This is an optimization exercise on Yosys and OpenROAD, whose aim is small area and a short achievable clock period, not a production implementation. Where RTL was checked, it was by simulation tests only, not by an equivalence proof against the original.

==> inputs of run R <==
==> flow/design.v <==
package dynode_pkg;
   typedef logic [12-1:0] sample_t;      
   typedef logic [8-1:0]    raw_t;         
   typedef logic [24-1:0]   evtime_t;      
   typedef logic [12-1:0] energy_t;      
   typedef logic [16-1:0]   fifo_word_t;
   typedef logic [4-1:0]   link_word_t;
   typedef enum logic [1:0] {
      MODE_ENERGY      = 2'd0,    
      MODE_RAW         = 2'd1,    
      MODE_BLCOR       = 2'd2,    
      MODE_BLCOR_SHORT = 2'd3     
   } readout_mode_t;
   typedef enum logic [2:0] {
      FS_IDLE,
      FS_PREAMBLE,
      FS_NWORDS,
      FS_MASK,
      FS_DATA
   } frame_state_t;
   typedef enum logic [2:0] {
      AL_SETTLE,                  
      AL_CHECK,                   
      AL_SLIP,                    
      AL_WAIT,                    
      AL_HALT                     
   } align_state_t;
   typedef struct packed {
      logic    evt_strobe;        
      evtime_t evt_time;
      logic    ene_load;          
      energy_t energy;
   } event_in_t;
endpackage
`timescale 1ns/1ns
module dynode_readout_top (
   input  logic                clk,
   input  logic                rst,
   input  logic                evt_strobe,
   input  dynode_pkg::evtime_t             evt_time,
   input  logic                ene_load,
   input  dynode_pkg::energy_t             energy,
   input  dynode_pkg::raw_t                raw_sample,
   input  dynode_pkg::sample_t             blcor_sample,
   input  logic                trigger,
   input  logic [1:0]          data_mode,
   input  logic [1:0]          channel_select,
   input  logic [4-1:0]   data_delay_len,
   input  logic                fifo_ren,
   input  dynode_pkg::link_word_t          link_word,
   output logic [8-1:0]  mcu_trigger,
   output logic [12-1:0] event_whole,
   output logic [12-1:0]  event_frac,
   output dynode_pkg::fifo_word_t          fifo_rdata,
   output logic                fifo_not_empty,
   output logic                fifo_nearly_full,
   output logic                bitslip,
   output logic                link_aligned,
   output logic [15:0]         bitslip_count
);
   logic [7:0]  ev_whole_q;
   logic        frame_load;
   logic [11:0] latched_energy;
   always_ff @(posedge clk) begin
      if (rst) begin
         mcu_trigger <= 8'hFF;
         frame_load  <= 1'b0;
      end else begin
         if (!evt_strobe)
            mcu_trigger <= 8'hFF;
         else if (&evt_time[11:6])
            mcu_trigger <= 8'hF8;
         else
            mcu_trigger <= evt_time[11:4];
         frame_load <= ene_load | trigger;
      end
   end
   always_ff @(posedge clk) begin
      ev_whole_q <= evt_time[19:12];
      event_frac <= evt_time[11:0];
   end
   assign event_whole = {4'b0, ev_whole_q};
   always_ff @(posedge clk)
      if (ene_load)
         latched_energy <= energy;
   logic [11:0] blcor_q [15];
   logic [11:0] head_q  [4];
   logic [11:0] prog_q  [17];
   logic [3:0]  dly_len_q;
   logic [11:0] delayed_sample;
   always_ff @(posedge clk) begin
      blcor_q[0] <= blcor_sample;
      for (int i = 1; i < 15; i++)
         blcor_q[i] <= blcor_q[i-1];
      if (data_mode == 2'd1)
         head_q[0] <= {4'b0, raw_sample};
      else
         head_q[0] <= blcor_q[14];
      for (int i = 1; i < 4; i++)
         head_q[i] <= head_q[i-1];
      prog_q[0] <= head_q[3];
      for (int i = 1; i < 17; i++)
         prog_q[i] <= prog_q[i-1];
      dly_len_q <= data_delay_len;
   end
   always_comb begin
      delayed_sample = '0;
      for (int i = 0; i < 16; i++)
         delayed_sample = delayed_sample | ({12{dly_len_q == 4'(i)}} & prog_q[i+1]);
   end
   localparam logic [2:0] FS_IDLE = 3'd0, FS_PREAMBLE = 3'd1, FS_NWORDS = 3'd2,
                          FS_MASK = 3'd3, FS_DATA = 3'd4;
   logic [2:0]  fstate;
   logic [5:0]  words_left;
   logic [5:0]  nwords;
   logic        fifo_wen;
   logic [12:0] fifo_wdata;
   always_comb begin
      case (data_mode)
         2'd0:    nwords = 6'd1;
         2'd3:    nwords = 6'd17;
         default: nwords = 6'd33;
      endcase
   end
   always_ff @(posedge clk) begin
      if (rst) begin
         fstate     <= FS_IDLE;
         fifo_wen   <= 1'b0;
         words_left <= '0;
      end else begin
         case (fstate)
            FS_IDLE: begin
               fifo_wen   <= 1'b0;
               words_left <= nwords;
               if (frame_load)
                  fstate <= FS_PREAMBLE;
            end
            FS_PREAMBLE: begin
               fifo_wen <= 1'b1;
               fstate   <= FS_NWORDS;
            end
            FS_NWORDS: begin
               fifo_wen <= 1'b1;
               fstate   <= FS_MASK;
            end
            FS_MASK: begin
               fifo_wen <= 1'b1;
               fstate   <= FS_DATA;
            end
            FS_DATA: begin
               fifo_wen   <= 1'b1;
               words_left <= words_left - 6'd1;
               if (words_left == 6'd1)
                  fstate <= FS_IDLE;
            end
            default: begin
               fifo_wen <= 1'b0;
               fstate   <= FS_IDLE;
            end
         endcase
      end
   end
   always_ff @(posedge clk) begin
      case (fstate)
         FS_PREAMBLE: fifo_wdata <= 13'h15A5;
         FS_NWORDS:   fifo_wdata <= {7'b0, nwords};
         FS_MASK:     fifo_wdata <= {9'b0, 4'b0001 << channel_select};
         default:     fifo_wdata <= {1'b0, (words_left == 6'd1) ? latched_energy : delayed_sample};
      endcase
   end
   logic [12:0] mem [63];
   logic [7:0]  wr_hi, wr_lo;                     
   logic [7:0]  rd_hi, rd_lo;                     
   logic [12:0] rd_word;
   logic [6:0]  count;                           
   logic        full_q, le1_q;
   logic [12:0] head_word;                      
   logic        do_wr, do_rd, head_ld, rd_wrap, wr_wrap;
   logic [6:0]  cnt_a;
   assign do_wr   = fifo_wen & ~full_q;
   assign do_rd   = fifo_ren & fifo_not_empty;
   assign cnt_a   = count + {6'b0, do_wr};
   assign head_ld = fifo_ren | ~fifo_not_empty;
   assign rd_wrap = rd_hi[7] & rd_lo[6];          
   assign wr_wrap = wr_hi[7] & wr_lo[6];
   always_ff @(posedge clk)
      for (int i = 0; i < 63; i++)
         if (do_wr && wr_hi[i/8] && wr_lo[i%8])
            mem[i] <= fifo_wdata;
   always_ff @(posedge clk) begin
      if (rst) begin
         wr_hi            <= 8'b0000_0001;
         wr_lo            <= 8'b0000_0001;
         count            <= '0;
         fifo_not_empty   <= 1'b0;
         fifo_nearly_full <= 1'b0;
         full_q           <= 1'b0;
         le1_q            <= 1'b1;
      end else begin
         if (do_wr && !(le1_q && head_ld)) begin
            wr_lo <= wr_wrap ? 8'b0000_0001 : {wr_lo[6:0], wr_lo[7]};
            if (wr_wrap)
               wr_hi <= 8'b0000_0001;
            else if (wr_lo[7])
               wr_hi <= {wr_hi[6:0], wr_hi[7]};
         end
         if (do_rd) begin
            count            <= cnt_a - 7'd1;
            fifo_not_empty   <= cnt_a >= 7'd2;
            fifo_nearly_full <= cnt_a >= 7'd57;
            full_q           <= 1'b0;
            le1_q            <= cnt_a <= 7'd2;
         end else begin
            count            <= cnt_a;
            fifo_not_empty   <= cnt_a >= 7'd1;
            fifo_nearly_full <= cnt_a >= 7'd56;
            full_q           <= cnt_a == 7'd64;
            le1_q            <= cnt_a <= 7'd1;
         end
      end
   end
   logic [7:0]  rd_hi_n, rd_lo_n;
   logic [62:0] rd_sel;
   always_comb begin
      rd_hi_n = rd_hi;
      rd_lo_n = rd_lo;
      if (rst) begin
         rd_hi_n = 8'b0000_0001;
         rd_lo_n = 8'b0000_0001;
      end else if (fifo_ren && !le1_q) begin
         rd_lo_n = rd_wrap ? 8'b0000_0001 : {rd_lo[6:0], rd_lo[7]};
         if (rd_wrap)
            rd_hi_n = 8'b0000_0001;
         else if (rd_lo[7])
            rd_hi_n = {rd_hi[6:0], rd_hi[7]};
      end
   end
   always_ff @(posedge clk) begin
      rd_hi <= rd_hi_n;
      rd_lo <= rd_lo_n;
      for (int i = 0; i < 63; i++)
         rd_sel[i] <= rd_hi_n[i/8] & rd_lo_n[i%8];
   end
   always_comb begin
      rd_word = '0;
      for (int i = 0; i < 63; i++)
         rd_word = rd_word | ({13{rd_sel[i]}} & mem[i]);
   end
   logic [12:0] head_keep, head_next;
   logic        keep_ld;
   assign head_next = le1_q ? fifo_wdata : rd_word;
   assign keep_ld   = head_ld & (fifo_not_empty | fifo_wen);
   always_ff @(posedge clk) begin
      if (keep_ld)
         head_keep <= head_next;
      head_word <= head_ld ? head_next : head_keep;
   end
   assign fifo_rdata = {head_word[12], 1'b0, head_word[12], 1'b0, head_word[11:0]};
   localparam logic [2:0] AL_SETTLE = 3'd0, AL_CHECK = 3'd1, AL_SLIP = 3'd2,
                          AL_WAIT = 3'd3, AL_HALT = 3'd4;
   logic [2:0] astate;
   logic [3:0] cyc_cnt;
   always_ff @(posedge clk) begin
      if (rst) begin
         astate  <= AL_SETTLE;
         cyc_cnt <= '0;
      end else begin
         case (astate)
            AL_SETTLE: begin
               cyc_cnt <= cyc_cnt + 4'd1;
               if (cyc_cnt == 4'd7) begin
                  cyc_cnt <= '0;
                  astate  <= AL_CHECK;
               end
            end
            AL_CHECK:
               astate <= link_word[3] ? AL_HALT : AL_SLIP;
            AL_SLIP: begin
               cyc_cnt <= '0;
               astate  <= AL_WAIT;
            end
            AL_WAIT: begin
               cyc_cnt <= cyc_cnt + 4'd1;
               if (cyc_cnt == 4'd4) begin
                  cyc_cnt <= '0;
                  astate  <= AL_CHECK;
               end
            end
            AL_HALT: begin
               cyc_cnt <= '0;
               if (!link_word[3])
                  astate <= AL_SETTLE;
            end
            default: begin
               cyc_cnt <= '0;
               astate  <= AL_SETTLE;
            end
         endcase
      end
   end
   always_ff @(posedge clk) begin
      if (rst) begin
         bitslip       <= 1'b0;
         link_aligned  <= 1'b0;
         bitslip_count <= '0;
      end else begin
         bitslip      <= (astate == AL_SLIP);
         link_aligned <= (astate == AL_HALT);
         bitslip_count <= bitslip_count + {15'd0, bitslip};
      end
   end
endmodule
==> flow/flow/run.sh <==
#!/bin/bash
set -euo pipefail
export BUFFER_PORTS_ARGS="-buffer_cell sky130_fd_sc_hd__buf_1"
export CTS_ARGS="-sink_clustering_enable -repair_clock_nets -sink_clustering_size 16 -sink_clustering_max_diameter 60 -dont_use_dummy_load -buf_list sky130_fd_sc_hd__clkbuf_8 -root_buf sky130_fd_sc_hd__clkbuf_16"
bash standard.sh finish > make_finish.log 2>&1
==> flow/standard.sh <==
#!/bin/bash
# synth_recipe.tcl (not shown) runs the flow's synth.tcl, then flattens the netlist and writes it again
# the make line also repeats each setting of config.mk as NAME=value (left out here)
make -C /OpenROAD-flow-scripts/flow DESIGN_CONFIG=/design/flow/config.mk WORK_HOME=/design/flow/orfs CLKGATE_MAP_FILE= SYNTH_SCRIPT=/design/flow/synth_recipe.tcl "${@:-finish}"
==> flow/config.mk <==
export PLATFORM = sky130hd
export DESIGN_NAME = dynode_readout_top
export DESIGN_NICKNAME = dynode_readout_top
export VERILOG_FILES = /design/flow/design.v
export SDC_FILE = /design/flow/constraint.sdc
export NUM_CORES = 4
export LEC_CHECK = 0
export CAP_MARGIN = 20
export CORE_MARGIN = 2
export CORE_UTILIZATION = 40
export SETUP_SLACK_MARGIN = 3.8
export SLEW_MARGIN = 20
==> flow/constraint.sdc <==
create_clock -name core_clock -period 6.0 [get_ports {clk}]
set_input_delay 1.2000 -clock core_clock [delete_from_list [all_inputs] [get_ports {clk}]]
set_output_delay 1.2000 -clock core_clock [all_outputs]
set_load 0.01 [all_outputs]
==> run A: changes against run R <==
--- a/flow/design.v
+++ b/flow/design.v
@@ -86,6 +86,5 @@
    logic [11:0] blcor_q [15];
    logic [11:0] head_q  [4];
-   logic [11:0] prog_q  [17];
-   logic [3:0]  dly_len_q;
+   logic [11:0] prog_q  [16];
    logic [11:0] delayed_sample;
    always_ff @(posedge clk) begin
@@ -100,12 +99,7 @@
          head_q[i] <= head_q[i-1];
       prog_q[0] <= head_q[3];
-      for (int i = 1; i < 17; i++)
+      for (int i = 1; i < 16; i++)
          prog_q[i] <= prog_q[i-1];
-      dly_len_q <= data_delay_len;
-   end
-   always_comb begin
-      delayed_sample = '0;
-      for (int i = 0; i < 16; i++)
-         delayed_sample = delayed_sample | ({12{dly_len_q == 4'(i)}} & prog_q[i+1]);
+      delayed_sample <= prog_q[data_delay_len];
    end
    localparam logic [2:0] FS_IDLE = 3'd0, FS_PREAMBLE = 3'd1, FS_NWORDS = 3'd2,
@@ -166,30 +160,26 @@
          FS_NWORDS:   fifo_wdata <= {7'b0, nwords};
          FS_MASK:     fifo_wdata <= {9'b0, 4'b0001 << channel_select};
-         default:     fifo_wdata <= {1'b0, (words_left == 6'd1) ? latched_energy : delayed_sample};
+         FS_DATA:     fifo_wdata <= {1'b0, (words_left == 6'd1) ? latched_energy : delayed_sample};
+         default:     fifo_wdata <= fifo_wdata;
       endcase
    end
-   logic [12:0] mem [63];
-   logic [7:0]  wr_hi, wr_lo;                     
-   logic [7:0]  rd_hi, rd_lo;                     
-   logic [12:0] rd_word;
-   logic [6:0]  count;                           
+   logic [12:0] mem [64];
+   logic [5:0]  wr_ptr;
+   logic [5:0]  rd_nxt;                           
+   logic [6:0]  count;
    logic        full_q, le1_q;
-   logic [12:0] head_word;                      
-   logic        do_wr, do_rd, head_ld, rd_wrap, wr_wrap;
+   logic [12:0] head_word;
+   logic        do_wr, do_rd;
    logic [6:0]  cnt_a;
-   assign do_wr   = fifo_wen & ~full_q;
-   assign do_rd   = fifo_ren & fifo_not_empty;
-   assign cnt_a   = count + {6'b0, do_wr};
-   assign head_ld = fifo_ren | ~fifo_not_empty;
-   assign rd_wrap = rd_hi[7] & rd_lo[6];          
-   assign wr_wrap = wr_hi[7] & wr_lo[6];
+   assign do_wr = fifo_wen & ~full_q;
+   assign do_rd = fifo_ren & fifo_not_empty;
+   assign cnt_a = count + {6'b0, do_wr};
    always_ff @(posedge clk)
-      for (int i = 0; i < 63; i++)
-         if (do_wr && wr_hi[i/8] && wr_lo[i%8])
-            mem[i] <= fifo_wdata;
-   always_ff @(posedge clk) begin
-      if (rst) begin
-         wr_hi            <= 8'b0000_0001;
-         wr_lo            <= 8'b0000_0001;
+      if (do_wr)
+         mem[wr_ptr] <= fifo_wdata;
+   always_ff @(posedge clk) begin
+      if (rst) begin
+         wr_ptr           <= '0;
+         rd_nxt           <= 6'd1;
          count            <= '0;
          fifo_not_empty   <= 1'b0;
@@ -198,12 +188,8 @@
          le1_q            <= 1'b1;
       end else begin
-         if (do_wr && !(le1_q && head_ld)) begin
-            wr_lo <= wr_wrap ? 8'b0000_0001 : {wr_lo[6:0], wr_lo[7]};
-            if (wr_wrap)
-               wr_hi <= 8'b0000_0001;
-            else if (wr_lo[7])
-               wr_hi <= {wr_hi[6:0], wr_hi[7]};
-         end
+         if (do_wr)
+            wr_ptr <= wr_ptr + 6'd1;
          if (do_rd) begin
+            rd_nxt           <= rd_nxt + 6'd1;
             count            <= cnt_a - 7'd1;
             fifo_not_empty   <= cnt_a >= 7'd2;
@@ -220,40 +206,7 @@
       end
    end
-   logic [7:0]  rd_hi_n, rd_lo_n;
-   logic [62:0] rd_sel;
-   always_comb begin
-      rd_hi_n = rd_hi;
-      rd_lo_n = rd_lo;
-      if (rst) begin
-         rd_hi_n = 8'b0000_0001;
-         rd_lo_n = 8'b0000_0001;
-      end else if (fifo_ren && !le1_q) begin
-         rd_lo_n = rd_wrap ? 8'b0000_0001 : {rd_lo[6:0], rd_lo[7]};
-         if (rd_wrap)
-            rd_hi_n = 8'b0000_0001;
-         else if (rd_lo[7])
-            rd_hi_n = {rd_hi[6:0], rd_hi[7]};
-      end
-   end
-   always_ff @(posedge clk) begin
-      rd_hi <= rd_hi_n;
-      rd_lo <= rd_lo_n;
-      for (int i = 0; i < 63; i++)
-         rd_sel[i] <= rd_hi_n[i/8] & rd_lo_n[i%8];
-   end
-   always_comb begin
-      rd_word = '0;
-      for (int i = 0; i < 63; i++)
-         rd_word = rd_word | ({13{rd_sel[i]}} & mem[i]);
-   end
-   logic [12:0] head_keep, head_next;
-   logic        keep_ld;
-   assign head_next = le1_q ? fifo_wdata : rd_word;
-   assign keep_ld   = head_ld & (fifo_not_empty | fifo_wen);
-   always_ff @(posedge clk) begin
-      if (keep_ld)
-         head_keep <= head_next;
-      head_word <= head_ld ? head_next : head_keep;
-   end
+   always_ff @(posedge clk)
+      if (fifo_ren | ~fifo_not_empty)
+         head_word <= le1_q ? fifo_wdata : mem[rd_nxt];
    assign fifo_rdata = {head_word[12], 1'b0, head_word[12], 1'b0, head_word[11:0]};
    localparam logic [2:0] AL_SETTLE = 3'd0, AL_CHECK = 3'd1, AL_SLIP = 3'd2,
@@ -307,5 +260,6 @@
          bitslip      <= (astate == AL_SLIP);
          link_aligned <= (astate == AL_HALT);
-         bitslip_count <= bitslip_count + {15'd0, bitslip};
+         if (bitslip)
+            bitslip_count <= bitslip_count + 16'd1;
       end
    end
==> flow/run.sh (new file) <==
#!/bin/bash
# synth_recipe.tcl (not shown) runs the flow's synth.tcl, then flattens the netlist and writes it again
# the make line also repeats each setting of config.mk as NAME=value (left out here)
make -C /OpenROAD-flow-scripts/flow DESIGN_CONFIG=/design/flow/config.mk WORK_HOME=/design/flow/orfs CLKGATE_MAP_FILE= SYNTH_SCRIPT=/design/flow/synth_recipe.tcl finish
removed: flow/flow/run.sh
removed: flow/standard.sh
==> run D: changes against run R <==
--- a/flow/design.v
+++ b/flow/design.v
@@ -86,6 +86,5 @@
    logic [11:0] blcor_q [15];
    logic [11:0] head_q  [4];
-   logic [11:0] prog_q  [17];
-   logic [3:0]  dly_len_q;
+   logic [11:0] prog_q  [16];
    logic [11:0] delayed_sample;
    always_ff @(posedge clk) begin
@@ -100,12 +99,7 @@
          head_q[i] <= head_q[i-1];
       prog_q[0] <= head_q[3];
-      for (int i = 1; i < 17; i++)
+      for (int i = 1; i < 16; i++)
          prog_q[i] <= prog_q[i-1];
-      dly_len_q <= data_delay_len;
-   end
-   always_comb begin
-      delayed_sample = '0;
-      for (int i = 0; i < 16; i++)
-         delayed_sample = delayed_sample | ({12{dly_len_q == 4'(i)}} & prog_q[i+1]);
+      delayed_sample <= prog_q[data_delay_len];
    end
    localparam logic [2:0] FS_IDLE = 3'd0, FS_PREAMBLE = 3'd1, FS_NWORDS = 3'd2,
@@ -170,11 +164,11 @@
    end
    logic [12:0] mem [63];
-   logic [7:0]  wr_hi, wr_lo;                     
+   logic [5:0]  wr_ptr;                          
    logic [7:0]  rd_hi, rd_lo;                     
    logic [12:0] rd_word;
    logic [6:0]  count;                           
    logic        full_q, le1_q;
-   logic [12:0] head_word;                      
-   logic        do_wr, do_rd, head_ld, rd_wrap, wr_wrap;
+   logic [12:0] head_word;
+   logic        do_wr, do_rd, head_ld, rd_wrap;
    logic [6:0]  cnt_a;
    assign do_wr   = fifo_wen & ~full_q;
@@ -183,13 +177,13 @@
    assign head_ld = fifo_ren | ~fifo_not_empty;
    assign rd_wrap = rd_hi[7] & rd_lo[6];          
-   assign wr_wrap = wr_hi[7] & wr_lo[6];
    always_ff @(posedge clk)
       for (int i = 0; i < 63; i++)
-         if (do_wr && wr_hi[i/8] && wr_lo[i%8])
+         if (do_wr && wr_ptr == 6'(i))
             mem[i] <= fifo_wdata;
    always_ff @(posedge clk) begin
       if (rst) begin
-         wr_hi            <= 8'b0000_0001;
-         wr_lo            <= 8'b0000_0001;
+         wr_ptr           <= '0;
+         rd_hi            <= 8'b0000_0001;
+         rd_lo            <= 8'b0000_0001;
          count            <= '0;
          fifo_not_empty   <= 1'b0;
@@ -198,10 +192,12 @@
          le1_q            <= 1'b1;
       end else begin
-         if (do_wr && !(le1_q && head_ld)) begin
-            wr_lo <= wr_wrap ? 8'b0000_0001 : {wr_lo[6:0], wr_lo[7]};
-            if (wr_wrap)
-               wr_hi <= 8'b0000_0001;
-            else if (wr_lo[7])
-               wr_hi <= {wr_hi[6:0], wr_hi[7]};
+         if (do_wr && !(le1_q && head_ld))
+            wr_ptr <= (wr_ptr == 6'd62) ? 6'd0 : wr_ptr + 6'd1;
+         if (fifo_ren && !le1_q) begin
+            rd_lo <= rd_wrap ? 8'b0000_0001 : {rd_lo[6:0], rd_lo[7]};
+            if (rd_wrap)
+               rd_hi <= 8'b0000_0001;
+            else if (rd_lo[7])
+               rd_hi <= {rd_hi[6:0], rd_hi[7]};
          end
          if (do_rd) begin
@@ -220,40 +216,12 @@
       end
    end
-   logic [7:0]  rd_hi_n, rd_lo_n;
-   logic [62:0] rd_sel;
-   always_comb begin
-      rd_hi_n = rd_hi;
-      rd_lo_n = rd_lo;
-      if (rst) begin
-         rd_hi_n = 8'b0000_0001;
-         rd_lo_n = 8'b0000_0001;
-      end else if (fifo_ren && !le1_q) begin
-         rd_lo_n = rd_wrap ? 8'b0000_0001 : {rd_lo[6:0], rd_lo[7]};
-         if (rd_wrap)
-            rd_hi_n = 8'b0000_0001;
-         else if (rd_lo[7])
-            rd_hi_n = {rd_hi[6:0], rd_hi[7]};
-      end
-   end
-   always_ff @(posedge clk) begin
-      rd_hi <= rd_hi_n;
-      rd_lo <= rd_lo_n;
-      for (int i = 0; i < 63; i++)
-         rd_sel[i] <= rd_hi_n[i/8] & rd_lo_n[i%8];
-   end
    always_comb begin
       rd_word = '0;
       for (int i = 0; i < 63; i++)
-         rd_word = rd_word | ({13{rd_sel[i]}} & mem[i]);
-   end
-   logic [12:0] head_keep, head_next;
-   logic        keep_ld;
-   assign head_next = le1_q ? fifo_wdata : rd_word;
-   assign keep_ld   = head_ld & (fifo_not_empty | fifo_wen);
-   always_ff @(posedge clk) begin
-      if (keep_ld)
-         head_keep <= head_next;
-      head_word <= head_ld ? head_next : head_keep;
-   end
+         rd_word = rd_word | ({13{rd_hi[i/8] & rd_lo[i%8]}} & mem[i]);
+   end
+   always_ff @(posedge clk)
+      if (head_ld)
+         head_word <= le1_q ? fifo_wdata : rd_word;
    assign fifo_rdata = {head_word[12], 1'b0, head_word[12], 1'b0, head_word[11:0]};
    localparam logic [2:0] AL_SETTLE = 3'd0, AL_CHECK = 3'd1, AL_SLIP = 3'd2,
==> flow/flow/run.sh (replaced) <==
#!/bin/bash
set -euo pipefail
export BUFFER_PORTS_ARGS="-buffer_cell sky130_fd_sc_hd__buf_1"
export CTS_ARGS="-sink_clustering_enable -repair_clock_nets -sink_clustering_size 30 -sink_clustering_max_diameter 60 -dont_use_dummy_load"
bash standard.sh finish > make_finish.log 2>&1
Settings changed: SETUP_SLACK_MARGIN 3.8 to 3.55.
==> run X: changes against run R <==
--- a/flow/design.v
+++ b/flow/design.v
@@ -181,4 +181,6 @@
    assign do_rd   = fifo_ren & fifo_not_empty;
    assign cnt_a   = count + {6'b0, do_wr};
+   logic        le1_n;
+   assign le1_n = rst | (do_rd ? (cnt_a <= 7'd2) : (cnt_a <= 7'd1));
    assign head_ld = fifo_ren | ~fifo_not_empty;
    assign rd_wrap = rd_hi[7] & rd_lo[6];          
@@ -196,5 +198,4 @@
          fifo_nearly_full <= 1'b0;
          full_q           <= 1'b0;
-         le1_q            <= 1'b1;
       end else begin
          if (do_wr && !(le1_q && head_ld)) begin
@@ -210,5 +211,4 @@
             fifo_nearly_full <= cnt_a >= 7'd57;
             full_q           <= 1'b0;
-            le1_q            <= cnt_a <= 7'd2;
          end else begin
             count            <= cnt_a;
@@ -216,5 +216,4 @@
             fifo_nearly_full <= cnt_a >= 7'd56;
             full_q           <= cnt_a == 7'd64;
-            le1_q            <= cnt_a <= 7'd1;
          end
       end
@@ -239,6 +238,7 @@
       rd_hi <= rd_hi_n;
       rd_lo <= rd_lo_n;
+      le1_q <= le1_n;
       for (int i = 0; i < 63; i++)
-         rd_sel[i] <= rd_hi_n[i/8] & rd_lo_n[i%8];
+         rd_sel[i] <= rd_hi_n[i/8] & rd_lo_n[i%8] & ~le1_n;
    end
    always_comb begin
@@ -249,5 +249,5 @@
    logic [12:0] head_keep, head_next;
    logic        keep_ld;
-   assign head_next = le1_q ? fifo_wdata : rd_word;
+   assign head_next = rd_word | ({13{le1_q}} & fifo_wdata);
    assign keep_ld   = head_ld & (fifo_not_empty | fifo_wen);
    always_ff @(posedge clk) begin
Settings changed: SETUP_SLACK_MARGIN 3.8 to 3.7.
==> comparison table <==
Outcome: run X complete, no violations; run A complete, no violations; run D complete, no violations; run R complete, no violations
First-pass detailed-route iteration total: run X 6; run A 7; run D 8; run R 5
Pin count of the biggest net entering global routing: run X 65; run A 66; run D 79; run R 71
Peak supply drop: run X 0.185 mV; run A 0.307 mV; run D 0.268 mV; run R 0.273 mV
Total number of clock tree sinks: run X 1476; run A 1395; run D 1386; run R 1476
Buffers & Inverters on Critical Path: run X 1; run A 1; run D 3; run R 1
FF+latch area: run X 38200 µm²; run A 36700 µm²; run D 36300 µm²; run R 38200 µm²
Clock latency at the later pin of the worst-skew pair: run X 0.67 ns; run A 0.78 ns; run D 0.74 ns; run R 0.68 ns
DIE WIDTH: run X 351 µm; run A 350 µm; run D 345 µm; run R 349 µm
Net Sw Frac: run X 25.3%; run A 24.1%; run D 24.4%; run R 24.5%
Share of cell area taken by multi-input logic gates: run X 18.6%; run A 19.7%; run D 18.2%; run R 17.7%
Final routed wire length divided by cell count: run X 32.5 µm; run A 23.9 µm; run D 31.0 µm; run R 31.9 µm
Vias per cell: run X 6.05; run A 5.31; run D 6.06; run R 6.03
Worst setup path end: run X head_word[1]; run A fifo_rdata[15]; run D head_word[10]; run R fifo_rdata[1]
Skew final: run X 0.0728 ns; run A 0.0407 ns; run D 0.128 ns; run R 0.0740 ns
H-Tree Depth: run X 3; run A 4; run D 3; run R 3
Number of flip-flops in the largest register: run X 819; run A 832; run D 819; run R 819
Sum of net half-perimeters after detailed placement: run X 88.0 mm; run A 62.1 mm; run D 84.6 mm; run R 88.8 mm
No functional check of the RTL was part of run D and run X.

afterwards: timing with drivers on the ports:
No port has a modelled driver above. Below, the same layouts with a new extraction and two added sets of constraints. Step 1 (the two cells are an assumption about what drives the block):
set clk [get_ports {clk}]
set_driving_cell -lib_cell sky130_fd_sc_hd__clkbuf_16 $clk
set_driving_cell -lib_cell sky130_fd_sc_hd__buf_2 [delete_from_list [all_inputs] $clk]
Step 2 times the ports against the registers' clock, not the clock port: input delays grow and output delays shrink by t, the midpoint of the rising clock arrivals with the driver on. Slacks: no drivers / after step 1 / after step 2; pairs: no drivers / after step 1.
run | shift t [ns] | setup slack, ns | latest minus earliest clock arrival (ns) | slew at the worst register clock pin (ns) | cell pins on the clock port's net
run R | 0.707 | 3.640 / 3.575 / 3.129 | 0.079 / 0.079 | 0.11 / 0.11 | 1
run A | 0.843 | 3.367 / 3.289 / 3.026 | 0.045 / 0.044 | 0.07 / 0.07 | 1
run D | 0.747 | 3.374 / 3.374 / 2.930 | 0.130 / 0.130 | 0.10 / 0.10 | 1
run X | 0.701 | 3.497 / 3.497 / 3.048 | 0.077 / 0.077 | 0.11 / 0.11 | 1
After both steps every run listed still meets setup and hold. The setup slack of run R, which loses most, moves by -0.065 ns with the drivers and by -0.511 ns with both steps.
